Context: an optimization exercise on an open-source flow, tuned for small area, a short achievable clock period and few clock cycles. The choices shown serve that exercise and are no tape-out recipe. No functional check of the RTL was part of any run shown here. No activity file was given, so power comes from the tool's default toggle rates.

File: config.mk
export PLATFORM = sky130hd
export DESIGN_NAME = riscv_alu
export DESIGN_NICKNAME = riscv_alu
export VERILOG_FILES = /design/flow/design.v
export SDC_FILE = /design/flow/constraint.sdc
export NUM_CORES = 4
export LEC_CHECK = 0
export ABC_AREA = 1
export CAP_MARGIN = 20
export CORE_MARGIN = 2
export CORE_UTILIZATION = 40
export SETUP_SLACK_MARGIN = 2
export SLEW_MARGIN = 20
File: constraint.sdc
create_clock -name core_clock -period 12.0 [get_ports {clk_i}]
set_input_delay 2.4000 -clock core_clock [delete_from_list [all_inputs] [get_ports {clk_i}]]
set_output_delay 2.4000 -clock core_clock [all_outputs]
set_load 0.01 [all_outputs]
File: design.v
`default_nettype none
package riscv_alu_pkg;
	localparam int XLEN = 32;
	function automatic logic [4:0] high_index(input logic [XLEN-1:0] x);
		logic [XLEN-1:0] w;
		w = x;
		for (int k = 4; k >= 0; k--) begin
			high_index[k] = ((w >> (1 << k)) != '0);
			if (high_index[k]) begin
				w = w >> (1 << k);
			end
			w = w & ((XLEN'(1) << (1 << k)) - XLEN'(1));
		end
	endfunction
	function automatic logic [5:0] bit_len(input logic [XLEN-1:0] x);
		bit_len = '0;
		for (int i = 0; i < XLEN; i++) begin
			if (x[i]) bit_len = 6'(i + 1);
		end
	endfunction
	function automatic logic [5:0] first_one(input logic [XLEN-1:0] x);
		first_one = 6'd32;
		for (int i = XLEN - 1; i >= 0; i--) begin
			if (x[i]) first_one = 6'(i);
		end
	endfunction
endpackage
`default_nettype wire
`timescale 1ns/10ps
`default_nettype none
module riscv_alu_arith (
	input  logic [6:0]  op_i,
	input  logic [31:0] a_i,
	input  logic [31:0] b_i,
	input  logic [31:0] x_i,
	input  logic [31:0] y_i,
	input  logic        inv_i,
	input  logic        cin_i,
	output logic [31:0] sum_o,
	output logic        cout_o,
	output logic [31:0] p_o,           
	output logic [31:0] g_o,           
	output logic        cmp_o,
	output logic        take_a_o       
);
	logic [31:0] yi;
	logic [31:0] p;
	logic [31:0] g;
	logic [31:0] gc;                   
	logic        ltu;
	logic        lt;
	logic        eq;
	assign yi = y_i ^ {32{inv_i}};
	assign p  = x_i ^ yi;
	assign g  = x_i & yi;
	always_comb begin
		logic [31:0] gt;
		logic [31:0] pt;
		logic [31:0] gn;
		logic [31:0] pn;
		gt = g;
		pt = p;
		gt[0] = g[0] | (p[0] & cin_i);
		for (int d = 1; d < 32; d = d * 2) begin
			gn = gt;
			pn = pt;
			for (int i = 0; i < 32; i++) begin
				if ((i / d) % 2 == 1) begin
					gn[i] = gt[i] | (pt[i] & gt[(i / d) * d - 1]);
					pn[i] = pt[i] & pt[(i / d) * d - 1];
				end
			end
			gt = gn;
			pt = pn;
		end
		gc = gt;
	end
	assign sum_o  = p ^ {gc[30:0], cin_i};
	assign cout_o = gc[31];
	assign p_o    = p;
	assign g_o    = g;
	assign ltu = ~gc[31];
	assign lt  = op_i[0] ? ltu : (ltu ^ a_i[31] ^ b_i[31]);
	assign eq  = &p;
	always_comb begin
		case (op_i[3:1])
			3'b000, 3'b001: cmp_o = lt;
			3'b010, 3'b011: cmp_o = lt | eq;
			3'b100:         cmp_o = ~(lt | eq);
			3'b101:         cmp_o = ~lt;
			default:        cmp_o = eq ^ op_i[0];
		endcase
	end
	assign take_a_o = lt ^ op_i[1];
endmodule
`default_nettype wire
`timescale 1ns/10ps
`default_nettype none
module riscv_alu_shifter (
	input  logic [6:0]  op_i,
	input  logic [31:0] a_i,
	input  logic [4:0]  amt_i,
	output logic [31:0] result_o
);
	logic        shift_left;
	logic        shift_arith;
	logic        rotate;
	logic [4:0]  r;
	logic [31:0] rot;
	logic [31:0] keep;
	logic        fill;
	assign shift_left  = ~op_i[4] & op_i[1] & op_i[0];
	assign shift_arith = ~op_i[4] & ~op_i[1] & ~op_i[0];
	assign rotate      = op_i[4] | (op_i[1] & ~op_i[0]);
	always_comb begin
		for (int i = 0; i < 5; i++) begin
			r[i] = amt_i[i] ^ (shift_left & ((amt_i & 5'((1 << i) - 1)) != 5'd0));
		end
	end
	always_comb begin
		rot = a_i;
		for (int k = 0; k < 5; k++) begin
			if (r[k]) begin
				rot = (rot >> (1 << k)) | (rot << (32 - (1 << k)));
			end
		end
	end
	always_comb begin
		for (int i = 0; i < 32; i++) begin
			keep[i] = rotate | (shift_left ? (5'(i) >= amt_i) : (5'(31 - i) >= amt_i));
		end
	end
	assign fill     = shift_arith & a_i[31];
	assign result_o = (rot & keep) | ({32{fill}} & ~keep);
endmodule
`default_nettype wire
`timescale 1ns/10ps
`default_nettype none
module riscv_alu_bit_count (
	input  logic [6:0]  op_i,
	input  logic [31:0] a_i,
	output logic [5:0]  count_o,
	output logic [5:0]  a_len_o,
	output logic [4:0]  a_hi_o,        
	output logic        a_top_o,
	output logic        a_inv_o
);
	logic [5:0]  popcnt;
	logic        inv;
	logic [31:0] x;
	logic        fl1;
	logic [4:0]  hi;
	logic [5:0]  ff1;
	logic        a_zero;
	logic pc_1, pc_2, pc_3, pc_4, pc_5, pc_6, pc_7, pc_8, pc_9, pc_10, pc_11, pc_12, pc_13, pc_14, pc_15, pc_16, pc_17, pc_18, pc_19, pc_20, pc_21, pc_22, pc_23, pc_24, pc_25, pc_26, pc_27, pc_28, pc_29, pc_30, pc_31, pc_32, pc_33, pc_34, pc_35, pc_36, pc_37, pc_38, pc_39, pc_40, pc_41, pc_42, pc_43, pc_44, pc_45, pc_46, pc_47, pc_48, pc_49, pc_50, pc_51, pc_52, pc_53, pc_54, pc_55, pc_56, pc_57, pc_58;
	assign pc_1 = a_i[0] ^ a_i[1] ^ a_i[2];
	assign pc_2 = (a_i[0] & a_i[1]) | (a_i[0] & a_i[2]) | (a_i[1] & a_i[2]);
	assign pc_3 = a_i[3] ^ a_i[4] ^ a_i[5];
	assign pc_4 = (a_i[3] & a_i[4]) | (a_i[3] & a_i[5]) | (a_i[4] & a_i[5]);
	assign pc_5 = a_i[6] ^ a_i[7] ^ a_i[8];
	assign pc_6 = (a_i[6] & a_i[7]) | (a_i[6] & a_i[8]) | (a_i[7] & a_i[8]);
	assign pc_7 = a_i[9] ^ a_i[10] ^ a_i[11];
	assign pc_8 = (a_i[9] & a_i[10]) | (a_i[9] & a_i[11]) | (a_i[10] & a_i[11]);
	assign pc_9 = a_i[12] ^ a_i[13] ^ a_i[14];
	assign pc_10 = (a_i[12] & a_i[13]) | (a_i[12] & a_i[14]) | (a_i[13] & a_i[14]);
	assign pc_11 = a_i[15] ^ a_i[16] ^ a_i[17];
	assign pc_12 = (a_i[15] & a_i[16]) | (a_i[15] & a_i[17]) | (a_i[16] & a_i[17]);
	assign pc_13 = a_i[18] ^ a_i[19] ^ a_i[20];
	assign pc_14 = (a_i[18] & a_i[19]) | (a_i[18] & a_i[20]) | (a_i[19] & a_i[20]);
	assign pc_15 = a_i[21] ^ a_i[22] ^ a_i[23];
	assign pc_16 = (a_i[21] & a_i[22]) | (a_i[21] & a_i[23]) | (a_i[22] & a_i[23]);
	assign pc_17 = a_i[24] ^ a_i[25] ^ a_i[26];
	assign pc_18 = (a_i[24] & a_i[25]) | (a_i[24] & a_i[26]) | (a_i[25] & a_i[26]);
	assign pc_19 = a_i[27] ^ a_i[28] ^ a_i[29];
	assign pc_20 = (a_i[27] & a_i[28]) | (a_i[27] & a_i[29]) | (a_i[28] & a_i[29]);
	assign pc_21 = a_i[30] ^ a_i[31];
	assign pc_22 = a_i[30] & a_i[31];
	assign pc_23 = pc_1 ^ pc_3 ^ pc_5;
	assign pc_24 = (pc_1 & pc_3) | (pc_1 & pc_5) | (pc_3 & pc_5);
	assign pc_25 = pc_7 ^ pc_9 ^ pc_11;
	assign pc_26 = (pc_7 & pc_9) | (pc_7 & pc_11) | (pc_9 & pc_11);
	assign pc_27 = pc_13 ^ pc_15 ^ pc_17;
	assign pc_28 = (pc_13 & pc_15) | (pc_13 & pc_17) | (pc_15 & pc_17);
	assign pc_29 = pc_19 ^ pc_21;
	assign pc_30 = pc_19 & pc_21;
	assign pc_31 = pc_2 ^ pc_4 ^ pc_6;
	assign pc_32 = (pc_2 & pc_4) | (pc_2 & pc_6) | (pc_4 & pc_6);
	assign pc_33 = pc_8 ^ pc_10 ^ pc_12;
	assign pc_34 = (pc_8 & pc_10) | (pc_8 & pc_12) | (pc_10 & pc_12);
	assign pc_35 = pc_14 ^ pc_16 ^ pc_18;
	assign pc_36 = (pc_14 & pc_16) | (pc_14 & pc_18) | (pc_16 & pc_18);
	assign pc_37 = pc_20 ^ pc_22;
	assign pc_38 = pc_20 & pc_22;
	assign pc_39 = pc_23 ^ pc_25 ^ pc_27;
	assign pc_40 = (pc_23 & pc_25) | (pc_23 & pc_27) | (pc_25 & pc_27);
	assign pc_41 = pc_24 ^ pc_26 ^ pc_28;
	assign pc_42 = (pc_24 & pc_26) | (pc_24 & pc_28) | (pc_26 & pc_28);
	assign pc_43 = pc_30 ^ pc_31 ^ pc_33;
	assign pc_44 = (pc_30 & pc_31) | (pc_30 & pc_33) | (pc_31 & pc_33);
	assign pc_45 = pc_35 ^ pc_37;
	assign pc_46 = pc_35 & pc_37;
	assign pc_47 = pc_32 ^ pc_34 ^ pc_36;
	assign pc_48 = (pc_32 & pc_34) | (pc_32 & pc_36) | (pc_34 & pc_36);
	assign pc_49 = pc_40 ^ pc_41 ^ pc_43;
	assign pc_50 = (pc_40 & pc_41) | (pc_40 & pc_43) | (pc_41 & pc_43);
	assign pc_51 = pc_42 ^ pc_44 ^ pc_46;
	assign pc_52 = (pc_42 & pc_44) | (pc_42 & pc_46) | (pc_44 & pc_46);
	assign pc_53 = pc_47 ^ pc_38;
	assign pc_54 = pc_47 & pc_38;
	assign pc_55 = pc_50 ^ pc_51 ^ pc_53;
	assign pc_56 = (pc_50 & pc_51) | (pc_50 & pc_53) | (pc_51 & pc_53);
	assign pc_57 = pc_52 ^ pc_54 ^ pc_48;
	assign pc_58 = (pc_52 & pc_54) | (pc_52 & pc_48) | (pc_54 & pc_48);
	assign popcnt = {1'b0 , pc_58 , pc_56 , pc_55 , pc_49 , pc_39} + {1'b0 , 1'b0 , pc_57 , 1'b0 , pc_45 , pc_29};
	assign inv    = a_i[31] & op_i[0] & ~(op_i[2] & op_i[1]);
	assign x      = a_i ^ {32{inv}};
	assign fl1    = op_i[2] & op_i[1] & op_i[0];
	assign hi     = riscv_alu_pkg::high_index(fl1 ? a_i : {x[30:0], 1'b1});
	assign ff1    = riscv_alu_pkg::first_one(a_i);
	assign a_zero = ~|a_i;
	assign a_len_o = x[31] ? 6'd32 : ({1'b0, hi} + 6'(inv));
	assign a_hi_o  = hi;
	assign a_top_o = x[31];
	assign a_inv_o = inv;
	always_comb begin
		case (op_i[1:0])
			2'b00:   count_o = popcnt;
			2'b01:   count_o = a_zero ? 6'd0 : {1'b0, ~hi};
			2'b10:   count_o = ff1;
			default: count_o = a_zero ? 6'd32 : {1'b0, hi};
		endcase
	end
endmodule
`default_nettype wire
`timescale 1ns/10ps
`default_nettype none
module riscv_alu_div (
	input  logic        clk_i,
	input  logic        rst_n_i,
	input  logic        req_i,         
	input  logic        ex_ready_i,
	input  logic [6:0]  op_i,
	input  logic [31:0] a_i,
	input  logic [31:0] b_i,
	input  logic [5:0]  a_len_i,       
	input  logic [4:0]  a_hi_i,        
	input  logic        a_top_i,
	input  logic        a_inv_i,
	input  logic [31:0] rot_i,         
	input  logic [31:0] sum_i,         
	input  logic        cout_i,
	output logic [4:0]  rot_amt_o,
	output logic        align_o,
	output logic [31:0] dvd_o,
	output logic        busy_o,
	output logic        done_o,
	output logic [31:0] p_o,           
	output logic [31:0] mag_o,         
	output logic        neg_b_o,       
	output logic        neg_res_o,
	output logic        b_zero_o,
	output logic        ready_o
);
	logic        sgn;
	logic        neg_a;
	logic        neg_b;
	logic        b_zero;
	logic [5:0]  b_len;
	logic [31:0] y;
	logic [4:0]  b_hi;
	logic        hi_lt;
	logic        hi_next;
	logic        fast;
	logic [5:0]  span;
	logic [31:0] top_mask;
	logic        start;
	logic        last;
	logic        align_q;
	logic        busy_q;
	logic        done_q;
	logic        sel_rem_q;
	logic        neg_b_q;
	logic        neg_res_q;
	logic [4:0]  cnt_q;
	logic [31:0] rem_q;
	logic [31:0] dvd_q;
	logic [31:0] p;
	logic        q;
	logic        neg_res;
	assign sgn    = op_i[0];
	assign neg_a  = sgn & a_i[31];
	assign neg_b  = sgn & b_i[31];
	assign b_zero = ~|b_i;
	assign y      = b_i ^ {32{neg_b}};
	assign b_hi   = riscv_alu_pkg::high_index({y[30:0], 1'b1});
	assign b_len  = y[31] ? 6'd32 : {1'b0, b_hi};
	always_comb begin
		hi_next = 1'b1;
		for (int i = 0; i < 5; i++) begin
			hi_next = hi_next & ((a_hi_i[i] ^ b_hi[i]) ==
				((a_hi_i & 5'((1 << i) - 1)) == 5'((1 << i) - 1)));
		end
	end
	assign hi_lt = (a_hi_i < b_hi) & ~(a_inv_i & hi_next);
	assign fast  = b_zero | (~a_top_i & (y[31] | hi_lt));
	assign span = a_len_i - b_len + 6'd1;
	assign rot_amt_o = cnt_q;
	always_comb begin
		for (int i = 0; i < 32; i++) begin
			top_mask[i] = (cnt_q == 5'd0) || ((6'(i) + {1'b0, cnt_q}) >= 6'd32);
		end
	end
	assign start = req_i & ~fast & ~align_q & ~busy_q & ~done_q;
	assign last  = busy_q & (cnt_q == 5'd1);
	always_ff @(posedge clk_i or negedge rst_n_i) begin
		if (!rst_n_i) begin
			align_q <= 1'b0;
			busy_q  <= 1'b0;
			done_q  <= 1'b0;
		end else begin
			align_q <= start;
			if (align_q) begin
				busy_q <= 1'b1;
			end else if (last) begin
				busy_q <= 1'b0;
			end
			if (last) begin
				done_q <= 1'b1;
			end else if (ex_ready_i) begin
				done_q <= 1'b0;
			end
		end
	end
	assign p = {rem_q[30:0], dvd_q[31]};
	assign q = rem_q[31] | cout_i;
	always_ff @(posedge clk_i) begin
		if (busy_q) begin
			rem_q <= q ? sum_i : p;
			dvd_q <= {dvd_q[30:0], q};
			cnt_q <= cnt_q - 5'd1;
		end else if (align_q) begin
			rem_q <= rot_i & ~top_mask;
			dvd_q <= rot_i & top_mask;
		end else if (!done_q) begin
			dvd_q     <= sum_i;
			cnt_q     <= (span[5] ? 5'd0 : span[4:0]);
			sel_rem_q <= op_i[1];
			neg_b_q   <= neg_b;
			neg_res_q <= neg_res;
		end
	end
	assign p_o     = p;
	assign mag_o   = sel_rem_q ? rem_q : dvd_q;
	assign neg_res = sgn & a_i[31] & (op_i[1] | ~b_i[31]) | neg_b & ~op_i[1] & ~a_i[31];
	assign b_zero_o = b_zero;
	assign ready_o   = done_q | (~busy_q & ~align_q & ~(req_i & ~fast));
	assign align_o   = align_q;
	assign dvd_o     = dvd_q;
	assign busy_o    = busy_q;
	assign done_o    = done_q;
	assign neg_b_o   = neg_b_q;
	assign neg_res_o = neg_res_q;
endmodule
`default_nettype wire
`timescale 1ns/10ps
`default_nettype none
module riscv_alu (
	input  logic                           clk_i,
	input  logic                           rst_n_i,
	input  logic                           enable_i,
	input  logic [6:0]                     operator_i,
	input  logic [31:0]                    operand_a_i,
	input  logic [31:0]                    operand_b_i,
	input  logic                           ex_ready_i,
	output logic [31:0]                    result_o,
	output logic                           comparison_result_o,
	output logic                           ready_o
);
	logic [6:0]  op;
	logic [31:0] a;
	logic [31:0] b;
	logic        g_cmp;
	logic        g_minmax;
	logic        g_and;
	logic        g_addsub;
	logic        g_shift;
	logic        g_or;
	logic        g_xor;
	logic        g_div;
	logic        g_count;
	logic        sub;
	logic        neg_a;
	logic [31:0] add_x;
	logic [31:0] add_y;
	logic        add_inv;
	logic        add_cin;
	logic [31:0] sum;
	logic        cout;
	logic [31:0] prop;
	logic [31:0] gen;
	logic        cmp;
	logic        take_a;
	logic        div_b_zero;
	logic        sel_a;
	logic        sel_b;
	logic        sel_sum;
	logic        sel_ones;
	logic [31:0] shift_in;
	logic [4:0]  shift_amt;
	logic [31:0] shift_result;
	logic [5:0]  count;
	logic [5:0]  a_len;
	logic [4:0]  a_hi;
	logic        a_top;
	logic        a_inv;
	logic [4:0]  rot_amt;
	logic        div_align;
	logic [31:0] div_dvd;
	logic        div_busy;
	logic        div_done;
	logic [31:0] div_p;
	logic [31:0] div_mag;
	logic        div_neg_b;
	logic        div_neg_res;
	logic        div_ready;
	assign op = operator_i;
	assign a  = operand_a_i;
	assign b  = operand_b_i;
	assign g_cmp    = ~op[5] & ~op[4];
	assign g_minmax = ~op[5] &  op[4] & ~op[3] & ~op[2];
	assign g_and    = ~op[5] &  op[4] & ~op[3] &  op[2];
	assign g_addsub = ~op[5] &  op[4] &  op[3];
	assign g_shift  =  op[5] & ~op[4] & ~op[3];
	assign g_or     =  op[5] & ~op[4] &  op[3] & ~op[0];
	assign g_xor    =  op[5] & ~op[4] &  op[3] &  op[0];
	assign g_div    =  op[5] &  op[4] & ~op[2];
	assign g_count  =  op[5] &  op[4] &  op[2];
	assign sub   = ~op[5] & (~op[4] | (~op[3] & ~op[2]) | (op[3] & op[0]));
	assign neg_a = op[0] & a[31];
	assign add_x = div_busy ? div_p : ((div_done | g_div) ? 32'b0 : a);
	assign add_y = div_done ? div_mag : ((g_div & ~div_busy) ? a : b);
	always_comb begin
		if (!g_div) begin
			add_inv = sub;
			add_cin = sub;
		end else if (div_busy) begin
			add_inv = ~div_neg_b;
			add_cin = ~div_neg_b;
		end else if (div_done) begin
			add_inv = div_neg_res;
			add_cin = div_neg_res;
		end else begin
			add_inv = neg_a;
			add_cin = neg_a;
		end
	end
	riscv_alu_arith arith_i (
		.op_i(op), .a_i(a), .b_i(b), .x_i(add_x), .y_i(add_y), .inv_i(add_inv),
		.cin_i(add_cin), .sum_o(sum), .cout_o(cout), .p_o(prop), .g_o(gen), .cmp_o(cmp),
		.take_a_o(take_a)
	);
	assign shift_in  = div_align ? div_dvd : a;
	assign shift_amt = div_align ? rot_amt : b[4:0];
	riscv_alu_shifter shifter_i (
		.op_i(op), .a_i(shift_in), .amt_i(shift_amt), .result_o(shift_result)
	);
	riscv_alu_bit_count bit_count_i (
		.op_i(op), .a_i(a), .count_o(count), .a_len_o(a_len), .a_hi_o(a_hi),
		.a_top_o(a_top), .a_inv_o(a_inv)
	);
	riscv_alu_div div_i (
		.clk_i(clk_i), .rst_n_i(rst_n_i), .req_i(enable_i & g_div), .ex_ready_i(ex_ready_i),
		.op_i(op), .a_i(a), .b_i(b), .a_len_i(a_len), .a_hi_i(a_hi), .a_top_i(a_top), .a_inv_i(a_inv), .rot_i(shift_result),
		.sum_i(sum), .cout_i(cout), .rot_amt_o(rot_amt), .align_o(div_align), .dvd_o(div_dvd), .busy_o(div_busy),
		.done_o(div_done), .p_o(div_p), .mag_o(div_mag), .neg_b_o(div_neg_b), .neg_res_o(div_neg_res),
		.b_zero_o(div_b_zero), .ready_o(div_ready)
	);
	assign sel_a    = (g_minmax & take_a) | (g_div & ~div_done & op[1]);
	assign sel_b    = g_minmax & ~take_a;
	assign sel_sum  = g_addsub | (g_div & div_done);
	assign sel_ones = g_div & ~div_done & ~op[1] & div_b_zero;
	assign result_o =
		({32{g_cmp}}    & {31'b0, cmp}) |
		({32{sel_a}}    & a) |
		({32{sel_b}}    & b) |
		({32{g_and | g_or}} & gen) |
		({32{g_or | g_xor}} & prop) |
		({32{sel_sum}}  & sum) |
		({32{g_shift}}  & shift_result) |
		{32{sel_ones}} |
		({32{g_count}}  & {26'b0, count});
	assign comparison_result_o = cmp;
	assign ready_o = div_ready;
endmodule
`default_nettype wire
File: run.sh
#!/bin/bash
# synth_recipe.tcl (not shown) runs the flow's synth.tcl, then flattens the netlist and writes it again
# the make line also repeats each setting of config.mk as NAME=value (left out here)
make -C /OpenROAD-flow-scripts/flow DESIGN_CONFIG=/design/flow/config.mk WORK_HOME=/design/flow/orfs CLKGATE_MAP_FILE= SYNTH_SCRIPT=/design/flow/synth_recipe.tcl finish
==> results of run 1 <==
==> Yosys cell counts, drive strengths merged (33+ instances only) <==
| master | instances | area share (%) |
|---|---|---|
| o221ai | 43 | 2.5 |
| o211ai | 33 | 1.6 |
| o21ai | 336 | 11 |
| xor2 | 78 | 4.6 |
| nand3 | 126 | 4.3 |
| nor2 | 161 | 4.5 |
| inv | 301 | 7.5 |
| edfxtp | 72 | 14 |
| nand2 | 643 | 17 |
| ha | 65 | 5.4 |
| a21oi | 165 | 5.5 |
| o31ai | 62 | 3.1 |
| clkbuf | 108 | 2.7 |
==> through the flow <==
step	setup slack [ps]	cells	hold WS, ps
4_1_cts	1880	3037	647
2_1_floorplan	2560	2470	551
5_1_grt	1630	3051	684
3_5_place_dp	722	3009	629
6_report	1830	3051	644
3_3_place_gp	816	3009	624
==> sequential cells by signal, indices dropped and copies added (netlist names) <==
signal,count
div_i.align_q,1
div_i.busy_q,1
div_i.cnt_q,5
div_i.done_q,1
div_i.dvd_q,32
div_i.neg_b_q,1
div_i.neg_res_q,1
div_i.rem_q,32
div_i.sel_rem_q,1
==> final timing paths <==
| path | from | end | slack (ps) |
|---|---|---|---|
| min | div_i.dvd_q[1] | div_i.dvd_q[2] | 640 |
| max reg2reg | div_i.sel_rem_q | div_i.rem_q[28] | 5070 |
| max in group asynchronous | rst_n_i | div_i.busy_q | 9610 |
| max | operand_b_i[2] | result_o[12] | 1830 |
| min reg2reg | div_i.dvd_q[1] | div_i.dvd_q[2] | 640 |
| min in group asynchronous | rst_n_i | div_i.done_q | 2220 |
==> final cells by class <==
class	count	area, µm²	share of cell area [%]
Sequential cell	75	2240	12.8
Timing Repair inverter	1	7.51	0.0427
Timing Repair Buffer	187	1730	9.85
Clock inverter	5	62.6	0.356
Tap cell	511	639	3.64
Inverter	304	1180	6.69
Clock buffer	11	233	1.32
Multi-Input combinational cell	1957	11500	65.4
==> cell families after synthesis <==
group | share of synthesized area (%)
simple gates | 28.4
flops | 14.8
fa+ha+maj | 9.50
mux | 1.20
compound gates | 29.8
buf+inv | 11.2
xor+xnor | 5.16
==> power groups by stage <==
stage	sequential [µW]	clock, µW	combinational, µW
final	667	292	3230
after global routing	680	299	3480
after CTS	659	290	3090
after detailed placement	663	0	3040
after global placement	663	0	3010
after floorplan	595	0	2030
==> metal layers <==
| metal | GRT usage (%) | vias to the layer above | wire length [µm] |
|---|---|---|---|
| li1 | - | 8567 | - |
| met1 | 52.8 | 8946 | 31500 |
| met2 | 61.0 | 1220 | 34200 |
| met3 | 8.50 | 228 | 9170 |
| met4 | 24.6 | 0 | 5660 |
| met5 | 0 | - | 0 |
==> worst max-delay path, stage by stage <==
cell and delay, ps:
clkdlybuf4s50_1 640, inv_1 230, o21ai_1 820, nor2_1 110
inv_1 160, nor2_1 90, a21oi_1 130, o21a_1 170
buf_4 310, inv_1 410, o21ai_0 750, nand2_1 130
nand3_1 110, o21ai_0 220, o221ai_1 330, a21oi_1 60
o21ai_0 100, clkdlybuf4s50_1 570
==> repair_timing <==
action,CTS,global route
setup endpoints to repair,34,33
gates cloned,2,0
gates resized for setup,96,41
pin swaps,7,3
setup buffers,10,14
==> run notes, run 1 <==
Die X 198 µm; routed vias 18,961; Pint 1790 µW; Mapped Area around 0.015 mm²; die area 0.0393 mm²; Hold-fix buffers, CTS 0; Layout Utilization 47.0%; Routed WL per cell approximately 26 µm; antenna diode count 0; clock tree from TritonCTS done; worst clock skew about 12 ps; Final Slew Violations 0; most frequent cells in the layout nand2_1 (608), o21ai_0 (298), inv_1 (282); register area share after synthesis 14.8%; Fin Setup TNS 0 ps; CP startpoint kind primary input; antenna violations before repair 0; Pleak approximately 0.008 µW; DRT Pass-1 Iters 6; DRC viols 0; fin area 0.0176 mm²; FF-to-FF path depth 22; number of flops mapped to enable cells by yosys 72; drt total wl 80,500 µm; fmax 98.3 MHz; TritonCTS buffer count 9; WP data required 9600 ps; fin nets 2,706; first-pass GRT wire length 116,000 µm; ratio of cells with drive above 1 in the final layout just over 9%; clock tree buffer depth 2; CP endpoint kind output pin; max-cap violations 0; routed vias/inst 6.21; Slew HR 13.7%; Worst VDD drop 0.113 mV; fillers roughly 4,000; Clk pwr share 7.0%; Placed Area between 0.015 and 0.02 mm²; io pins about 110; RSZ-0062 raised after global routing true; Synth warnings 5; detailed placement HPWL 62,000 µm; core box area 0.0374 mm²; largest net degree at the start of global routing 72; post-route ant nets 0; vias in the first global route roughly 18,000; clk latency of the worst-skew pair ~360 ps; HP Class flop to flop; Clock Sinks 75; switching part of the total 57.3%; Final Cycle Share between 80% and 90%; status complete, no violations; Comb pwr share 77.1%; Syn Inst Count 2,470; Fin. Hold Viols 0; Post-Syn Area per Cell 6.11 µm²; Syn Nets 2,641; Tot Pwr 4190 µW; total global routing overflow 0; PortBufs 107; Row Count 71; Least-Margin Pin Slew 1280 ps; Critical Path AT 7770 ps; H-tree levels 3; RePlAce Congestion 1.04; register share of total power ~16%; synth-to-layout area growth 16.5%; worst hold path depth 2; Net Switching 2400 µW; Clock transition at path regs 70 ps; CP Max Fanout 35; cell area power density 238 mW/mm²; Starting Density 40.4%; Final setup viols 0; Post-synth ARST share 4.00%; WS Path Type primary input to output pin; DRT iter0 DRCs 2,446; predominant post-synthesis flop cell edfxtp_1; post-synthesis register bit count between 70 and 80; Final min period 10,170 ps; clk root buf clkbuf_16; commonest non-fill, non-tap cell in the layout nand2_1; Die Ht just under 200 µm; post-synthesis cell type count 63; Total Routing Usage GR 40.4%
==> run 2: changes to the inputs <==
--- a/design.v
+++ b/design.v
@@ -392,6 +392,8 @@
 	logic        neg_a;
 	logic [31:0] add_x;
 	logic [31:0] add_y;
+	logic        dv;
+	logic        div_inv;
 	logic        add_inv;
 	logic        add_cin;
 	logic [31:0] sum;
@@ -437,23 +439,20 @@
 	assign g_count  =  op[5] &  op[4] &  op[2];
 	assign sub   = ~op[5] & (~op[4] | (~op[3] & ~op[2]) | (op[3] & op[0]));
 	assign neg_a = op[0] & a[31];
-	assign add_x = div_busy ? div_p : ((div_done | g_div) ? 32'b0 : a);
-	assign add_y = div_done ? div_mag : ((g_div & ~div_busy) ? a : b);
+	assign dv    = op[5] & op[4];
+	assign add_x = dv ? (div_busy ? div_p : 32'b0) : a;
+	assign add_y = dv ? (div_done ? div_mag : (div_busy ? b : a)) : b;
 	always_comb begin
-		if (!g_div) begin
-			add_inv = sub;
-			add_cin = sub;
-		end else if (div_busy) begin
-			add_inv = ~div_neg_b;
-			add_cin = ~div_neg_b;
+		if (div_busy) begin
+			div_inv = ~div_neg_b;
 		end else if (div_done) begin
-			add_inv = div_neg_res;
-			add_cin = div_neg_res;
+			div_inv = div_neg_res;
 		end else begin
-			add_inv = neg_a;
-			add_cin = neg_a;
+			div_inv = neg_a;
 		end
 	end
+	assign add_inv = dv ? div_inv : sub;
+	assign add_cin = add_inv;
 	riscv_alu_arith arith_i (
 		.op_i(op), .a_i(a), .b_i(b), .x_i(add_x), .y_i(add_y), .inv_i(add_inv),
 		.cin_i(add_cin), .sum_o(sum), .cout_o(cout), .p_o(prop), .g_o(gen), .cmp_o(cmp),
==> run 2 against run 1 <==
Sequential power decreased by 1%. First-iteration DRC count is 9.4% higher. Routed wire length rose by 5.3%. Cell count increased by 3.3%. Setup slack better by 330 ps. Clock skew is essentially flat. Global-route usage rose by 1.7 points. Area after synthesis up 1.4%. Non-clock buffer count increased by 23.
==> run notes, run 2 <==
drt total wl 84,700 µm; antenna violations before repair 3; fillers 4,124; detailed placement HPWL 65,500 µm; synth-to-layout area growth 18.3%; commonest non-fill, non-tap cell in the layout nand2_1; vias in the first global route 17,847; multi-input logic area 0.0117 mm²; clk root buf clkbuf_16; fin nets 2,803; Slew HR 12.8%; Row Count 71; Post-Syn Area per Cell roughly 6 µm²; WS Path Type primary input to output pin; Total Routing Usage GR between 40% and 50%; clk latency of the worst-skew pair 370 ps; Post-synth ARST share 4.00%; Synth top area share 17.2%; io pins 109; H-tree levels 3; Final Cycle Share 82.1%; FF-to-FF path depth 33; worst hold slack 641 ps; post-synthesis cell type count a little over 60; leading post-synthesis cells by cell area nand2_1 (17%), edfxtp_1 (14%), o21ai_0 (12%); Starting Density 40.6%; reg2reg end div_i.rem_q[16]; Syn Inst Count 2,546; Clock Sinks 75; number of flops mapped to enable cells by yosys 72; die area 0.0399 mm²; PortBufs 107; status complete, no violations; DRC viols 0; Die X 200 µm; Register Area about 0.0022 mm²; Final setup viols 0; R2R Setup Slk 5790 ps; Largest regs div_i.dvd_q: 32 flops, div_i.rem_q: 32 flops, div_i.cnt_q: 5 flops; Yosys top cell by area nand2_1; largest net degree at the start of global routing 60; Worst VDD drop 0.171 mV; post-route ant nets 0; CP startpoint kind primary input; HP Class flop to flop; core box area 0.0377 mm²; CP endpoint kind output pin; count leader, synth nand2_1; Synth warnings 5; Mapped Area 0.0153 mm²; DRT iter0 DRCs 2,677; cell area power density 189 mW/mm²; Syn Nets 2,717; TritonCTS buffer count 9; total global routing overflow 0; DRT Pass-1 Iters 6; Hold Path Sink div_i.dvd_q[11]; worst clock skew 11.6 ps; clock tree buffer depth 2; Critical Path AT 7450 ps; ratio of cells with drive above 1 in the final layout 10.4%; first-pass GRT wire length 121,000 µm; synth cell count leaders nand2_1 (703), o21ai_0 (366), inv_1 (321); clock tree from TritonCTS done; Clock transition at path regs 60 ps; CP Max Fanout 3; routed vias 19,393; R2R Path Start div_i.done_q; Die Ht 200 µm; Pleak 0.00856 µW; max-cap violations 0; worst hold path depth 2; most frequent cells in the layout nand2_1 (692), o21ai_0 (356), inv_1 (312); predominant post-synthesis flop cell edfxtp_1; register area share after synthesis 14.6%; Fin. Hold Viols 0; RePlAce Congestion a little over 1; Layout Utilization 48.1%; fmax 102 MHz; routed vias/inst between 6 and 7; Worst Min Path Start div_i.dvd_q[10]; Final Slew Violations 0; Routed WL per cell 26.9 µm; Fin Setup TNS 0 ps; WP data required roughly 9600 ps; Least-Margin Pin Slew roughly 1300 ps; RSZ-0062 raised after global routing true; Hold-fix buffers, CTS 0; Final min period 9850 ps; post-synthesis register bit count between 70 and 80
-- run 2: cell count changes in the layout (fill, tap and decap cells not counted), moves of 20 or more --
cell	change
a22oi_1	+24
a21oi_1	-67
buf_4	+20
inv_1	+30
o31ai_1	-26
nand2_1	+84
o21ai_0	+58
-- run 2: worst max-delay path by stage --
stage               depth (start not counted)  slack (ps)      endpoint             from
floorplan                                  30        2850  result_o[12]    operator_i[4]
global placement                           29         840  result_o[26]    operator_i[4]
detailed placement                         29         780  result_o[26]    operator_i[4]
CTS                                        33        2000       ready_o  operand_a_i[23]
global route                               34        1970       ready_o    operator_i[0]
finish                                     19        2150   result_o[4]  operand_a_i[12]
-- run 2: cell type report --
class / count / area share (%)
timing repair buffer: 210 / 10.7
multi-input combinational: 1999 / 64.5
clock inverter: 6 / 0.366
timing repair inverter: 1 / 0.0414
sequential: 75 / 12.4
clock buffer: 10 / 1.26
tap: 511 / 3.53
antenna: 4 / 0.0553
inverter: 336 / 7.17
-- run 2: power breakdown --
part           total [µW]  internal [µW]  switching (µW)
clock network         289            161             128
registers             659            516             143
logic                2470            798            1670
-- run 2: cell families (layout without fill, tap and decap cells) --
group	Yosys count	in the layout	synth area share [%]
fa+ha+maj	96	96	9.37
mux	11	11	0.776
other cells	0	4	0
buf+inv	476	563	12.2
flops	75	75	14.6
xor+xnor	86	86	4.92
compound gates	754	754	29.4
simple gates	1048	1052	28.8
-- run 2: metrics by stage --
| stage | worst slack, ps | std cells | total power, µW | cell area (µm²) |
|---|---|---|---|---|
| detailed placement | 783 | 3089 | 2940 | 17000 |
| CTS | 2000 | 3136 | 3280 | 17800 |
| global route | 1970 | 3148 | 3610 | 18100 |
| global placement | 838 | 3089 | 2920 | 17000 |
| finish | 2150 | 3152 | 3420 | 18100 |
| floorplan | 2850 | 2546 | 2060 | 15300 |
-- run 2: per-layer routing --
metal  track usage (%)  up-vias  share of wire, %
met3              12.8      237                12
li1                  -     8814                 -
met4              25.0        2               7.1
met1              54.4     9068                39
met2              61.6     1272                41
met5                 0        -             0.014
-- run 2: timing repair --
item                                    CTS  global route
resized for setup                       113            83
setup buffers                            25            12
gates cloned                              6             0
pin swaps                                15            16
endpoints found under the setup margin   34            33
-- run 2: worst max-delay path, cell delays in order --
cell and delay, ps:
clkdlybuf4s50_1 460, fa_2 710, inv_1 90, fa_2 400
fa_1 510, inv_1 50, fa_1 420, fa_2 420
ha_4 280, nand3_1 70, nand2_1 80, a21oi_1 60
o21ai_0 80, o221ai_1 140, o21ai_2 340, o2111ai_2 220
a21oi_4 270, o21ai_1 130, dlygate4sd2_1 310
==> run 3: changes to the inputs <==
--- a/config.mk
+++ b/config.mk
@@ -9,5 +9,5 @@
 export CAP_MARGIN = 20
 export CORE_MARGIN = 2
 export CORE_UTILIZATION = 40
-export SETUP_SLACK_MARGIN = 2
+export SETUP_SLACK_MARGIN = 2.5
 export SLEW_MARGIN = 20
==> run 3 against run 2 <==
Maximum frequency grew 4.4%. Final area grew 4.4%. First-iteration DRC count shrank 1.3%. Clock-buffer cell count is the same. Non-clock buffer count grew 56. Area after synthesis is the same. Combinational power grew 3%. Die area is the same. Register-to-register slack gained 150 ps. Clock skew is essentially flat. Critical endpoint unchanged. Largest power group unchanged.
==> run notes, run 3 <==
status complete, no violations; Worst VDD drop 0.170 mV; first-pass GRT wire length about 120,000 µm; WS Path Type primary input to output pin; Final setup viols 0; count leader, synth nand2_1; Syn Nets 2,717; routed vias/inst 6.18; synth-to-layout area growth 23.5%; Post-synth ARST share around 4.0%; detailed placement HPWL 65,500 µm; fmax 106 MHz; TritonCTS buffer count 9; register area share after synthesis approximately 15%; PortBufs roughly 110; worst clock skew roughly 11 ps; post-synthesis register bit count 75; Total Routing Usage GR 42.6%; DRC viols 0; H-tree levels 3; max incr delay on CP 500 ps; largest net degree at the start of global routing 60; HP Class flop to flop; clk latency of the worst-skew pair approximately 370 ps; fin nets 2,859; CP Max Fanout 5; multi-input logic area 0.0120 mm²; CP bufs+invs 4; worst hold path depth 2; DRT Pass-1 Iters 18; commonest non-fill, non-tap cell in the layout nand2_1; Fin. Hold Viols 0; CP dominant cell by count fa_1; Synth warnings 5; vias in the first global route 18,089; number of flops mapped to enable cells by yosys 72; CP endpoint kind output pin; crit-path leading delay family adder cells; worst-path cell chain clkdlybuf4s50_1 > inv_2 > fa_1 > inv_1 > fa_2 > fa_2 > fa_1 > fa_1 > ha_4 > nand3_1 > nand2_1 > a21oi_1 > o21ai_1 > o221ai_2 > o21ai_4 > o2111ai_2 > a21oi_4 > o21ai_2 > buf_2; die area 0.0399 mm²; drt total wl 86,300 µm; post-route ant nets 0; clock tree buffer depth 2; Starting Density 40.6%; RSZ-0062 raised after global routing true; Final Slew Violations 0; leading post-synthesis cells by cell area nand2_1 (17%), edfxtp_1 (14%), o21ai_0 (12%); clock tree from TritonCTS done; most frequent cells in the layout nand2_1 (677), o21ai_0 (348), inv_1 (304); max-cap violations 0; Placed Area 0.0170 mm²; CP startpoint kind primary input; WP data required 9600 ps; Final min period 9440 ps; Final Cycle Share 78.6%; core box area between 0.03 and 0.04 mm²; Register Area 0.00224 mm²; routed vias 19,800; Largest regs div_i.dvd_q: 32 flops, div_i.rem_q: 32 flops, div_i.cnt_q: 5 flops; antenna violations before repair 3; Die X 200 µm; Critical Path AT 7040 ps; Post-Syn Area per Cell 6.01 µm²; fillers 4,079; Row Count 71; post-synthesis cell type count 62; Levels on crit path 19; Die Ht 200 µm; Syn Inst Count 2,546; predominant post-synthesis flop cell edfxtp_1; cell area power density 185 mW/mm²; Synth top area share 17.2%; Yosys top cell by area nand2_1; FF-to-FF path depth 33; CP max stage cell clkdlybuf4s50_1; Pleak 0.00880 µW; Slew HR 13.6%; ratio of cells with drive above 1 in the final layout 15.4%; Mapped Area 0.0153 mm²; Clock transition at path regs 60 ps; total global routing overflow 0; Least-Margin Pin Slew 1280 ps; Hold-fix buffers, CTS 0; Routed WL per cell 26.9 µm; RePlAce Congestion 1.03; synth cell count leaders nand2_1 (703), o21ai_0 (366), inv_1 (321); clk root buf clkbuf_16; Clock Sinks 75; DRT iter0 DRCs about 2,600; io pins 109; Fin Setup TNS 0 ps; fin area 0.0189 mm²; R2R Setup Slk 5940 ps
==> run 3: power by group <==
part	internal, µW	total [µW]	switching, µW
clock network	161	290	129
registers	516	660	144
logic	838	2550	1710
total	1520	3500	1980
==> run 3: final timing paths <==
kind,start,to
worst max-delay path,operand_a_i[10],result_o[4]
max in group asynchronous,rst_n_i,div_i.busy_q
worst min register to register,div_i.dvd_q[10],div_i.dvd_q[11]
min in group asynchronous,rst_n_i,div_i.done_q
worst min-delay path,div_i.dvd_q[10],div_i.dvd_q[11]
worst max register to register,div_i.done_q,div_i.rem_q[10]
==> run 3: cell type report <==
class | count | share of cell area [%]
multi-input combinational | 1999 | 63.5
timing repair buffer | 266 | 12.7
sequential | 75 | 11.8
inverter | 336 | 7.00
tap | 511 | 3.38
clock buffer | 10 | 1.21
clock inverter | 6 | 0.351
timing repair inverter | 1 | 0.0397
antenna | 2 | 0.0265
==> run 3: stage by stage <==
step / setup slack [ps] / utilization, % / power, µW / instances / hold WS (ps)
2_1_floorplan: 2850 / - / 2060 / 2546 / 552
3_3_place_gp: 838 / 45.0 / 2920 / 3089 / 611
3_5_place_dp: 783 / 45.0 / 2940 / 3089 / 614
4_1_cts: 2480 / 48.5 / 3320 / 3164 / 639
5_1_grt: 2410 / 50.2 / 3690 / 3204 / 676
6_report: 2560 / 50.2 / 3500 / 3206 / 643
==> run 3: cell families (layout without fill, tap and decap cells) <==
kind of cell             count (synthesis)  count (layout)  synth area share (%)
AND/OR/NAND/NOR                       1048            1052                  28.8
AO/OA/AOI/OAI                          754             754                  29.4
buffers and inverters                  476             619                  12.2
adder cells (fa/ha/maj)                 96              96                  9.37
XOR/XNOR                                86              86                  4.92
flip-flops                              75              75                  14.6
multiplexers                            11              11                 0.776
other                                    0               2                     0
==> run 3: per-layer routing <==
| metal | vias up | track usage, % | share of wire (%) |
|---|---|---|---|
| met5 | - | 0 | 0.067 |
| met3 | 308 | 13.2 | 13 |
| met1 | 9231 | 54.5 | 39 |
| li1 | 8918 | - | - |
| met2 | 1335 | 62.1 | 41 |
| met4 | 8 | 26.3 | 7.5 |
==> run 3: repair_timing <==
item,in CTS,in global routing
resized for setup,226,183
setup endpoints to repair,34,34
gates cloned,8,1
pin swaps,30,55
buffers inserted,51,39
==> run 3: tightest hold or removal path, stage by stage, from the launching register on <==
cell and delay (ps):
edfxtp_1 380, nand2_1 70, o221ai_1 70
==> run 4: changes to the inputs <==
--- a/design.v
+++ b/design.v
@@ -256,7 +256,7 @@
 	output logic        done_o,
 	output logic [31:0] p_o,           
 	output logic [31:0] mag_o,         
-	output logic        neg_b_o,       
+	output logic        neg_b_o,
 	output logic        neg_res_o,
 	output logic        b_zero_o,
 	output logic        ready_o
@@ -278,9 +278,6 @@
 	logic        align_q;
 	logic        busy_q;
 	logic        done_q;
-	logic        sel_rem_q;
-	logic        neg_b_q;
-	logic        neg_res_q;
 	logic [4:0]  cnt_q;
 	logic [31:0] rem_q;
 	logic [31:0] dvd_q;
@@ -344,13 +341,10 @@
 		end else if (!done_q) begin
 			dvd_q     <= sum_i;
 			cnt_q     <= (span[5] ? 5'd0 : span[4:0]);
-			sel_rem_q <= op_i[1];
-			neg_b_q   <= neg_b;
-			neg_res_q <= neg_res;
 		end
 	end
 	assign p_o     = p;
-	assign mag_o   = sel_rem_q ? rem_q : dvd_q;
+	assign mag_o   = op_i[1] ? rem_q : dvd_q;
 	assign neg_res = sgn & a_i[31] & (op_i[1] | ~b_i[31]) | neg_b & ~op_i[1] & ~a_i[31];
 	assign b_zero_o = b_zero;
 	assign ready_o   = done_q | (~busy_q & ~align_q & ~(req_i & ~fast));
@@ -358,8 +352,8 @@
 	assign dvd_o     = dvd_q;
 	assign busy_o    = busy_q;
 	assign done_o    = done_q;
-	assign neg_b_o   = neg_b_q;
-	assign neg_res_o = neg_res_q;
+	assign neg_b_o   = neg_b;
+	assign neg_res_o = neg_res;
 endmodule
 `default_nettype wire
 `timescale 1ns/10ps
--- a/config.mk
+++ b/config.mk
@@ -9,5 +9,5 @@
 export CAP_MARGIN = 20
 export CORE_MARGIN = 2
 export CORE_UTILIZATION = 40
-export SETUP_SLACK_MARGIN = 2.5
+export SETUP_SLACK_MARGIN = 2
 export SLEW_MARGIN = 20
==> run 4 against run 3 <==
Die area is 1.5% lower. Largest cell class unchanged. Via count is 2.5% lower. Sequential share of layout area is 0.48 points higher. Critical path type unchanged. Total power down 6.9%.
==> run notes, run 4 <==
status complete, no violations; fin area 0.0174 mm²; Setup crit end ready_o; Syn Inst Count 2,531; crit-path leading delay family simple AND/OR/NAND/NOR gates; Fin. Hold Viols 0; CP endpoint kind output pin; clk root buf clkbuf_16; most frequent cells in the layout nand2_1 (731), o21ai_0 (359), inv_1 (267); synth cell count leaders nand2_1 (738), o21ai_0 (371), inv_1 (280); Yosys top cell by area nand2_1; Final Slew Violations 0; Mapped Area about 0.015 mm²; fin nets 2,776; Row Count 71; reg2reg end div_i.rem_q[2]; DRT Pass-1 Iters 8; largest net degree at the start of global routing 79; placed instance count roughly 3,100; leading post-synthesis cells by cell area nand2_1 (18%), edfxtp_1 (14%), o21ai_0 (12%); Die Ht slightly below 200 µm; detailed placement HPWL 64,800 µm; CP Max Fanout 16; Post-synth ARST share approximately 4.2%; Comb pwr share 72.6%; Final Cycle Share 82.9%; DRC viols 0; CP dominant cell by count nand2_1; Post-Syn Area per Cell between 5 and 6 µm²; post-synthesis cell type count 60; post-route ant nets 0; clk latency of the worst-skew pair 370 ps; WP data required roughly 9600 ps; Worst VDD drop around 0.16 mV; antenna violations before repair 2; io pins 109; Least-Margin Pin Slew 1110 ps; Clock Sinks a little over 70; Pint 1410 µW; H-tree levels 3; Total Routing Usage GR 41.2%; vias in the first global route ~18,000; predominant post-synthesis flop cell edfxtp_1; fillers 4,130; RSZ-0062 raised after global routing true; number of flops mapped to enable cells by yosys 69; Starting Density roughly two fifths; TritonCTS buffer count 9; Clock transition at path regs 80 ps; Die X 198 µm; core box area 0.0374 mm²; worst clock skew about 15 ps; drt total wl between 80,000 and 90,000 µm; Routed WL per cell 26.1 µm; Final min period between 9000 and 10,000 ps; die area 0.0392 mm²; clock tree buffer depth 2; first-pass GRT wire length ~120,000 µm; CP startpoint kind primary input; PortBufs 107; HP Class flop to flop; commonest non-fill, non-tap cell in the layout nand2_1; synth-to-layout area growth 15.7%; FF-to-FF path depth 24; R2R Setup Slk 6000 ps; total global routing overflow 0; count leader, synth nand2_1; Final setup viols 0; Levels on crit path 35; Pleak 0.00792 µW; routed vias 19,310; final cell count without fillers ~3,100; Fin Setup TNS 0 ps; Syn Nets 2,702; Synth top area share 18.4%; fmax 101 MHz; register area share after synthesis 14.2%; Clk pwr share 8.7%; cell area power density around 190 mW/mm²; ratio of cells with drive above 1 in the final layout ~8.6%; Slew HR 25.3%; worst hold slack 596 ps; Critical Path AT ~7500 ps; max incr delay on CP 530 ps; clock tree from TritonCTS done; switching part of the total 56.7%; CP max stage cell clkdlybuf4s50_1; WS Path Type primary input to output pin; Hold-fix buffers, CTS 0; Net Switching 1850 µW; routed vias/inst 6.18; RePlAce Congestion around 1.1; max-cap violations 0; R2R Path Start div_i.busy_q; Largest regs div_i.dvd_q: 32 flops, div_i.rem_q: 32 flops, div_i.cnt_q: 5 flops; register share of total power a little under a fifth; Synth warnings 5; CP bufs+invs 7; Placed Area 0.0167 mm²; DRT iter0 DRCs 2,885; critical path launch point operand_a_i[19]; post-synthesis register bit count 72
==> run 4: cell types whose count changed after synthesis, sizes merged, moves of 4 or more <==
cell	previous run	this run
clkinv	5	9
nand3	126	136
xnor2	11	31
xor2	75	56
inv	331	296
o21a	8	4
mux2i	4	8
o22ai	15	7
nor2	143	149
o211ai	27	18
nand2	724	759
mux2	7	0
buf	36	29
==> run 4: through the flow <==
stage	total power, µW	setup WS [ps]	util [%]
floorplan	2010	2560	-
global placement	2800	853	44.6
detailed placement	2820	841	44.6
CTS	3150	2010	46.1
global route	3470	1700	46.6
finish	3260	2060	46.6
==> run 4: cell type report <==
class | count | area, µm² | area share, %
Antenna cell | 2 | 5.00 | 0.0287
Clock buffer | 9 | 225 | 1.29
Clock inverter | 7 | 68.8 | 0.394
Inverter | 305 | 1190 | 6.84
Multi-Input combinational cell | 2019 | 11400 | 65.4
Sequential cell | 72 | 2150 | 12.3
Tap cell | 511 | 639 | 3.67
Timing Repair Buffer | 196 | 1750 | 10.0
Timing Repair inverter | 2 | 12.5 | 0.0717
==> run 4: timing repair <==
action / CTS / global route
pin swaps: 9 / 7
setup buffers: 23 / 9
resized for setup: 62 / 64
endpoints found under the setup margin: 34 / 33
gates cloned: 2 / 1
==> run 4: power by group through the flow <==
stage / Clock (µW) / Sequential (µW) / Combinational, µW
2_1_floorplan: 0 / 550 / 1460
3_3_place_gp: 0 / 602 / 2200
3_5_place_dp: 0 / 606 / 2220
4_1_cts: 284 / 602 / 2260
5_1_grt: 292 / 622 / 2550
6_report: 283 / 610 / 2370
==> run 4: per-layer routing <==
layer | part of all wire (%) | GRT usage, % | vias to the layer above | wire length, µm
li1 | - | - | 8732 | -
met1 | 41 | 57.0 | 9005 | 33100
met2 | 40 | 59.6 | 1353 | 33000
met3 | 13 | 8.84 | 220 | 10200
met4 | 6.4 | 21.7 | 0 | 5230
met5 | 0 | 0 | - | 0
==> run 4: worst min-delay path by stage <==
stage / cells past startpoint / endpoint / slack [ps] / from
finish: 2 / div_i.done_q / 600 / div_i.done_q
global route: 2 / div_i.done_q / 640 / div_i.done_q
CTS: 2 / div_i.dvd_q[1] / 610 / div_i.dvd_q[0]
detailed placement: 2 / div_i.dvd_q[1] / 600 / div_i.dvd_q[0]
global placement: 2 / div_i.dvd_q[28] / 590 / div_i.dvd_q[27]
floorplan: 2 / div_i.dvd_q[10] / 560 / div_i.dvd_q[9]
==> run 4: logic make-up after synthesis <==
family                     after synthesis  share of synthesized area, %
adders and majority gates               96                          9.51
buffers and inverters                  441                          11.4
xor gates and xnor gates                87                          5.06
DFF                                     72                          14.2
and+or+nand+nor                       1098                          30.5
AOI/OAI and AO/OA                      729                          28.8
muxes                                    8                         0.531
==> run 4: worst register-to-register path: stages (launching register included) <==
cell,delay (ps)
dfrtp_2,700
inv_1,290
nand2_1,580
o21ai_0,230
a22oi_2,280
a21oi_1,160
fa_2,390
nand3_1,110
nand2_2,90
a21oi_1,180
nand2_2,120
nand2_1,80
nand2_1,80
inv_1,130
o21ai_4,110
a31oi_4,270
o21bai_4,80
nor2_1,90
buf_4,310
inv_1,430
nand2_1,160
buf_4,410
nand2_1,120
o21ai_0,80
o21ai_0,180
==> run 5: changes to the inputs <==
--- a/config.mk
+++ b/config.mk
@@ -9,5 +9,5 @@
 export CAP_MARGIN = 20
 export CORE_MARGIN = 2
 export CORE_UTILIZATION = 40
-export SETUP_SLACK_MARGIN = 2
+export SETUP_SLACK_MARGIN = 2.5
 export SLEW_MARGIN = 20
==> run 5 against run 4 <==
Area after synthesis did not move. Clock power about the same. Maximum frequency up 5.6%. Die area unchanged. Clock skew about the same. Sequential power about the same. Synthesized cell count unchanged. Global-route usage rose by 0.35 points. Routed wire length is 1.7% higher. Clock-buffer cell count unchanged. Critical path type unchanged. Largest cell class unchanged. Largest power group unchanged.
==> run notes, run 5 <==
fin nets approximately 2,800; clock tree buffer depth 2; TritonCTS buffer count 9; CP endpoint kind output pin; CP max stage cell ha_1; Placed Area 0.0167 mm²; met1 usage a little under three fifths; ratio of cells with drive above 1 in the final layout 12.8%; routed vias 19,679; Worst Min Path Start div_i.done_q; CP dominant cell by count nand2_1; max-cap violations 0; WS Path Type primary input to output pin; Final Slew Violations 0; commonest non-fill, non-tap cell in the layout nand2_1; core box area 0.0374 mm²; Starting Density 40.3%; post-route ant nets 0; worst clock skew 15.0 ps; Die Ht roughly 200 µm; Routed WL per cell 26.2 µm; vias in the first global route roughly 18,000; Largest regs div_i.dvd_q: 32 flops, div_i.rem_q: 32 flops, div_i.cnt_q: 5 flops; Yosys top cell by area nand2_1; DRT Pass-1 Iters 7; clock tree from TritonCTS done; PortBufs 107; WP data required between 9000 and 10,000 ps; Hold-fix buffers, CTS 0; Final Cycle Share roughly four fifths; crit-path leading delay family simple AND/OR/NAND/NOR gates; fin area 0.0182 mm²; cell area power density 183 mW/mm²; Total Routing Usage GR between 40% and 50%; total global routing overflow 0; CP bufs+invs 8; clk root buf clkbuf_16; clk latency of the worst-skew pair around 370 ps; most frequent cells in the layout nand2_1 (716), o21ai_0 (353), inv_1 (260); Syn Inst Count 2,531; Clock transition at path regs 80 ps; Synth warnings 5; count leader, synth nand2_1; Die X approximately 200 µm; Slew HR 22.6%; detailed placement HPWL between 60,000 and 70,000 µm; io pins between 100 and 150; Mapped Area between 0.015 and 0.02 mm²; largest net degree at the start of global routing 79; Final setup viols 0; Worst VDD drop 0.158 mV; Post-Syn Area per Cell 5.95 µm²; DRT iter0 DRCs 2,902; status complete, no violations; drt total wl 83,000 µm; busiest grt layer met2; Clock Sinks 72; Syn Nets 2,702; max incr delay on CP around 370 ps; routed vias/inst 6.21; HP Class flop to flop; worst hold path depth 2; Pleak 0.00840 µW; number of flops mapped to enable cells by yosys 69; RePlAce Congestion 1.06; FF-to-FF path depth 23; synth-to-layout area growth 20.6%; fmax 106 MHz; post-synthesis cell type count 60; R2R Setup Slk just over 6000 ps; Fin. Hold Viols 0; Synth top area share a little under a fifth; R2R Path Start div_i.busy_q; synth cell count leaders nand2_1 (738), o21ai_0 (371), inv_1 (280); Row Count 71; met3 Use GR a little under a tenth; Final min period 9410 ps; fillers slightly above 4,000; Hold Path Sink div_i.done_q; CP Max Fanout 8; register area share after synthesis 14.2%; Post-synth ARST share 4.17%; H-tree levels 3; die area about 0.04 mm²; Critical Path AT approximately 7000 ps; first-pass GRT wire length approximately 120,000 µm; Least-Margin Pin Slew 1150 ps; leading post-synthesis cells by cell area nand2_1 (18%), edfxtp_1 (14%), o21ai_0 (12%); predominant post-synthesis flop cell edfxtp_1; DRC viols 0; CP startpoint kind primary input; met2 Usage GRT 59.5%; post-synthesis register bit count 72; Fin Setup TNS 0 ps; antenna violations before repair 2; reg2reg end div_i.rem_q[2]; RSZ-0062 raised after global routing true
==> run 5: cell counts after synthesis <==
Identical to the previous run, type by type.
==> run 5: worst min-delay path, cell delays in order, from the launching register on <==
cell and delay, ps:
dfrtp_1 380, clkinv_1 80, o21ai_0 90
==> run 5: area by class of cell <==
type	instances	area, µm²	share of cell area (%)
timing repair inverter	1	7.51	0.0413
sequential	72	2150	11.8
timing repair buffer	241	2140	11.8
clock buffer	9	225	1.24
multi-input combinational	2021	11700	64.6
tap	511	639	3.52
clock inverter	7	68.8	0.379
inverter	305	1210	6.64
antenna	1	2.50	0.0138
==> run 5: stage by stage <==
| stage | instances | utilization (%) | hold WS (ps) | setup WS, ps | power, µW |
|---|---|---|---|---|---|
| final | 3168 | 48.6 | 595 | 2590 | 3330 |
| after global routing | 3167 | 48.6 | 643 | 2440 | 3530 |
| after CTS | 3127 | 46.9 | 610 | 2370 | 3160 |
| after detailed placement | 3070 | 44.6 | 597 | 841 | 2820 |
| after global placement | 3070 | 44.6 | 586 | 853 | 2800 |
| after floorplan | 2531 | - | 556 | 2560 | 2010 |
==> run 5: timing repair <==
action                                  CTS  global route
gates cloned                              2             2
setup buffers                            39            38
endpoints found under the setup margin   34            34
gates resized for setup                 167           114
pin swaps                                21            42
==> run 5: worst max path at each step <==
stage	startpoint	to	slack (ps)	cells after the start
final	operator_i[1]	result_o[11]	2590	34
after global routing	operand_a_i[20]	ready_o	2440	35
after CTS	operand_a_i[20]	result_o[5]	2370	19
after detailed placement	operator_i[0]	result_o[15]	840	29
after global placement	operator_i[0]	result_o[15]	850	26
after floorplan	operator_i[0]	result_o[10]	2560	30
==> run 5: cells by family after synthesis <==
kind of cell	count (synthesis)	synth area share (%)
xor+xnor	87	5.06
fa+ha+maj	96	9.51
mux	8	0.531
buf+inv	441	11.4
compound gates	729	28.8
flops	72	14.2
simple gates	1098	30.5
==> run 5: metal layers <==
layer,wire [µm],share of wire (%),vias up
met5,23,0.028,-
met2,33500,40,1437
met1,33300,40,9151
li1,-,-,8822
met4,5590,6.7,2
met3,10600,13,267
==> run 5: where the power goes <==
part           internal [µW]  switching, µW  leakage [µW]
Combinational            801           1630       0.00750
Clock                    147            136      0.000147
Sequential               496            114      0.000751
Total                   1440           1880       0.00840
==> run 6: changes to the inputs <==
==> flow/run.sh (new file) <==
#!/bin/bash
# The standard layout, with the port buffers that buffer_ports inserts
# chosen as buf_2 instead of its default pick (a slow delay buffer).
set -e
echo 'export BUFFER_PORTS_ARGS = -buffer_cell sky130_fd_sc_hd__buf_2' >> config.mk
bash standard.sh > standard.log 2>&1
==> standard.sh (new file) <==
#!/bin/bash
# synth_recipe.tcl (not shown) runs the flow's synth.tcl, then flattens the netlist and writes it again
# the make line also repeats each setting of config.mk as NAME=value (left out here)
make -C /OpenROAD-flow-scripts/flow DESIGN_CONFIG=/design/flow/config.mk WORK_HOME=/design/flow/orfs CLKGATE_MAP_FILE= SYNTH_SCRIPT=/design/flow/synth_recipe.tcl "${@:-finish}"
--- a/config.mk
+++ b/config.mk
@@ -11,3 +11,4 @@
 export CORE_UTILIZATION = 40
 export SETUP_SLACK_MARGIN = 2.5
 export SLEW_MARGIN = 20
+export BUFFER_PORTS_ARGS = -buffer_cell sky130_fd_sc_hd__buf_2
removed: run.sh
==> run 6 against run 5 <==
Still clean. Critical path depth is 5 lower. Maximum frequency shrank 0.41%. Core utilization fell by 2.4 points. Hold slack improved by 19 ps. Highest routed layer unchanged.
==> run notes, run 6 <==
Slew HR 22.4%; Starting Density roughly two fifths; routed vias 19,634; clock tree from TritonCTS done; max incr delay on CP 420 ps; synth cell count leaders nand2_1 (738), o21ai_0 (371), inv_1 (280); multiplexer area fraction after synthesis less than 1%; total global routing overflow 0; clock tree buffer depth 2; fillers 4,078; post-synthesis register bit count slightly above 70; multi-input logic area 0.0117 mm²; commonest non-fill, non-tap cell in the layout nand2_1; worst hold slack 614 ps; Final Cycle Share 78.8%; DRT iter0 DRCs approximately 3,400; post-route ant nets 0; Syn Nets ~2,700; CP Max Fanout 17; Routed WL per cell about 26 µm; Yosys top cell by area nand2_1; Total Routing Usage GR between 40% and 50%; CP max stage cell ha_1; Final setup viols 0; core box area between 0.03 and 0.04 mm²; adder-cell area share of the yosys netlist a little under a tenth; most frequent cells in the layout nand2_1 (720), o21ai_0 (359), inv_1 (273); die area 0.0392 mm²; io pins 109; Worst VDD drop 0.239 mV; Final min period 9450 ps; Die X 198 µm; Post-synth ARST share 4.17%; detailed placement HPWL 62,000 µm; Synth warnings 5; predominant post-synthesis flop cell edfxtp_1; CP endpoint kind output pin; Fin. Hold Viols 0; CP startpoint kind primary input; Layout Utilization 46.2%; number of flops mapped to enable cells by yosys 69; clk latency of the worst-skew pair between 300 and 400 ps; count leader, synth nand2_1; leading post-synthesis cells by cell area nand2_1 (18%), edfxtp_1 (14%), o21ai_0 (12%); RSZ-0062 raised after global routing false; ratio of cells with drive above 1 in the final layout 13.0%; TritonCTS buffer count 9; post-synthesis cell type count 60; Post-Syn Area per Cell between 5 and 6 µm²; fmax 106 MHz; routed vias/inst 6.31; Clock Sinks 72; Synth top area share 18.4%; Post-Synth XOR/XNOR Area 5.06%; H-tree levels 3; register area share after synthesis 14.2%; Synth Area in Simple Gates 30.5%; HP Class flop to flop; Row Count between 70 and 80; antenna violations before repair 3; WS Path Type primary input to output pin; status complete, no violations; fin nets 2,766; PortBufs 107; Syn Inst Count around 2,500; largest net degree at the start of global routing 65; DRT Pass-1 Iters 9; Compound-Gate Fraction of Synth Area around 29%; Fin Setup TNS 0 ps; clk root buf clkbuf_16; vias in the first global route 17,487; cell area power density between 150 and 200 mW/mm²; Tot Pwr 3270 µW; Register Area 0.00215 mm²; worst clock skew 5.31 ps; max-cap violations 0; Largest regs div_i.dvd_q: 32 flops, div_i.rem_q: 32 flops, div_i.cnt_q: 5 flops; Critical Path AT between 7000 and 8000 ps; drt total wl 80,900 µm; first-pass GRT wire length 115,000 µm; CP dominant cell by count nand2_2; Pleak 0.00798 µW; Clock transition at path regs 70 ps; DRC viols 0; WP data required 9600 ps; Mapped Area 0.0151 mm²; Least-Margin Pin Slew 1150 ps; RePlAce Congestion 1.02; Die Ht 198 µm; synth-to-layout area growth 14.7%; Final Slew Violations 0; largest family of logic cells by synthesized area simple AND/OR/NAND/NOR gates
==> run 6: changes by cell type in the layout (fill, tap and decap cells not counted), moves of 6 or more <==
| cell | before | now |
|---|---|---|
| o21ai_0 | 353 | 359 |
| clkdlybuf4s50_1 | 33 | 0 |
| clkdlybuf4s15_2 | 6 | 0 |
| dlymetal6s2s_1 | 16 | 0 |
| inv_2 | 21 | 13 |
| buf_4 | 119 | 65 |
| dlygate4sd2_1 | 40 | 0 |
| inv_6 | 7 | 0 |
| buf_2 | 4 | 102 |
| clkinvlp_4 | 12 | 4 |
| inv_1 | 260 | 273 |
==> run 6: worst paths after layout <==
check                                 from         endpoint  slack (ps)  depth (start not counted)
setup reg to reg              div_i.busy_q  div_i.rem_q[12]        5760                         24
min in group asynchronous          rst_n_i     div_i.done_q        1830                          1
max in group asynchronous          rst_n_i    div_i.align_q       10030                          1
hold / removal             div_i.dvd_q[27]  div_i.dvd_q[28]         610                          2
hold reg to reg            div_i.dvd_q[27]  div_i.dvd_q[28]         610                          2
setup / recovery             operator_i[4]     result_o[11]        2550                         29
==> run 6: per-stage QoR <==
| step | std cells | cell area [µm²] | worst slack, ps |
|---|---|---|---|
| final | 3113 | 17300 | 2550 |
| after global routing | 3111 | 17300 | 2400 |
| after CTS | 3078 | 16600 | 2480 |
| after detailed placement | 3053 | 16000 | 1210 |
| after global placement | 3052 | 16000 | 1210 |
| after floorplan | 2531 | 15100 | 2560 |
==> run 6: where the power goes <==
part | internal [µW] | switching, µW
registers | 496 | 112
logic | 744 | 1600
clock network | 188 | 126
total | 1430 | 1840
==> run 6: what timing repair did <==
action | in CTS | in global routing
hold buffers | 0 | 0
gates cloned | 3 | 3
pin swaps | 6 | 29
gates resized for setup | 47 | 87
endpoints found under the setup margin | 34 | 33
setup buffers | 6 | 29
==> run 6: final cells by class <==
class / instances / area share, %
multi-input combinational: 2022 / 67.5
inverter: 305 / 6.88
clock inverter: 5 / 0.463
clock buffer: 11 / 1.40
tap: 511 / 3.70
sequential: 72 / 12.4
antenna: 2 / 0.0289
timing repair buffer: 185 / 7.60
==> run 6: per-layer routing <==
layer | share of wire, % | up-vias | wire [µm] | global-route usage, %
li1 | - | 8708 | - | -
met2 | 39 | 1588 | 31900 | 56.4
met5 | 0.014 | - | 11 | 0
met3 | 14 | 293 | 11600 | 10.1
met4 | 7.3 | 2 | 5940 | 24.6
met1 | 39 | 9043 | 31500 | 54.6
==> run 6: cell families after synthesis <==
kind of cell | Yosys count
adders and majority gates | 96
AOI/OAI and AO/OA | 729
DFF | 72
and+or+nand+nor | 1098
muxes | 8
buffers and inverters | 441
xor gates and xnor gates | 87
==> run 6: critical path: cells and delay by family <==
family | cells | cell delay [ps]
AOI/OAI and AO/OA | 7 | 1230
xor gates and xnor gates | 2 | 340
adders and majority gates | 1 | 420
buffers and inverters | 8 | 1230
and+or+nand+nor | 11 | 1400

-- port drivers added, routing unchanged --
No port has a modelled driver above. Below, the same layouts with a new extraction and two added sets of constraints.
Step 1 (the two cells are an assumption about what drives the block):
set clk [get_ports {clk_i}]
set_driving_cell -lib_cell sky130_fd_sc_hd__clkbuf_16 $clk
set_driving_cell -lib_cell sky130_fd_sc_hd__buf_2 [delete_from_list [all_inputs] $clk]
Step 2 moves the port delays by t, midway between the first and last clock arrival at a register: inputs arrive t later, outputs are due t later. That takes back most of the time a late clock gives input paths.
Slacks: ideal ports / drivers / drivers and shift; pairs: ideal ports / drivers.
run | t (ns) | setup WS [ns] | slew at the worst register clock pin (ns) | cell pins on the clock port's net
run 1 | 0.405 | 1.826 / 1.801 / 1.801 | 0.07 / 0.07 | 1
run 2 | 0.401 | 2.153 / 2.116 / 2.116 | 0.07 / 0.07 | 1
run 3 | 0.401 | 2.565 / 2.537 / 2.537 | 0.07 / 0.07 | 1
run 4 | 0.406 | 2.057 / 2.035 / 2.035 | 0.08 / 0.08 | 1
run 5 | 0.405 | 2.587 / 2.560 / 2.560 | 0.08 / 0.08 | 1
run 6 | 0.408 | 2.549 / 2.500 / 2.500 | 0.07 / 0.07 | 1
After both steps setup and hold are still met in every run listed. For run 6, which loses most, drivers alone change the setup slack by -0.049 ns; drivers and shift together by -0.049 ns.
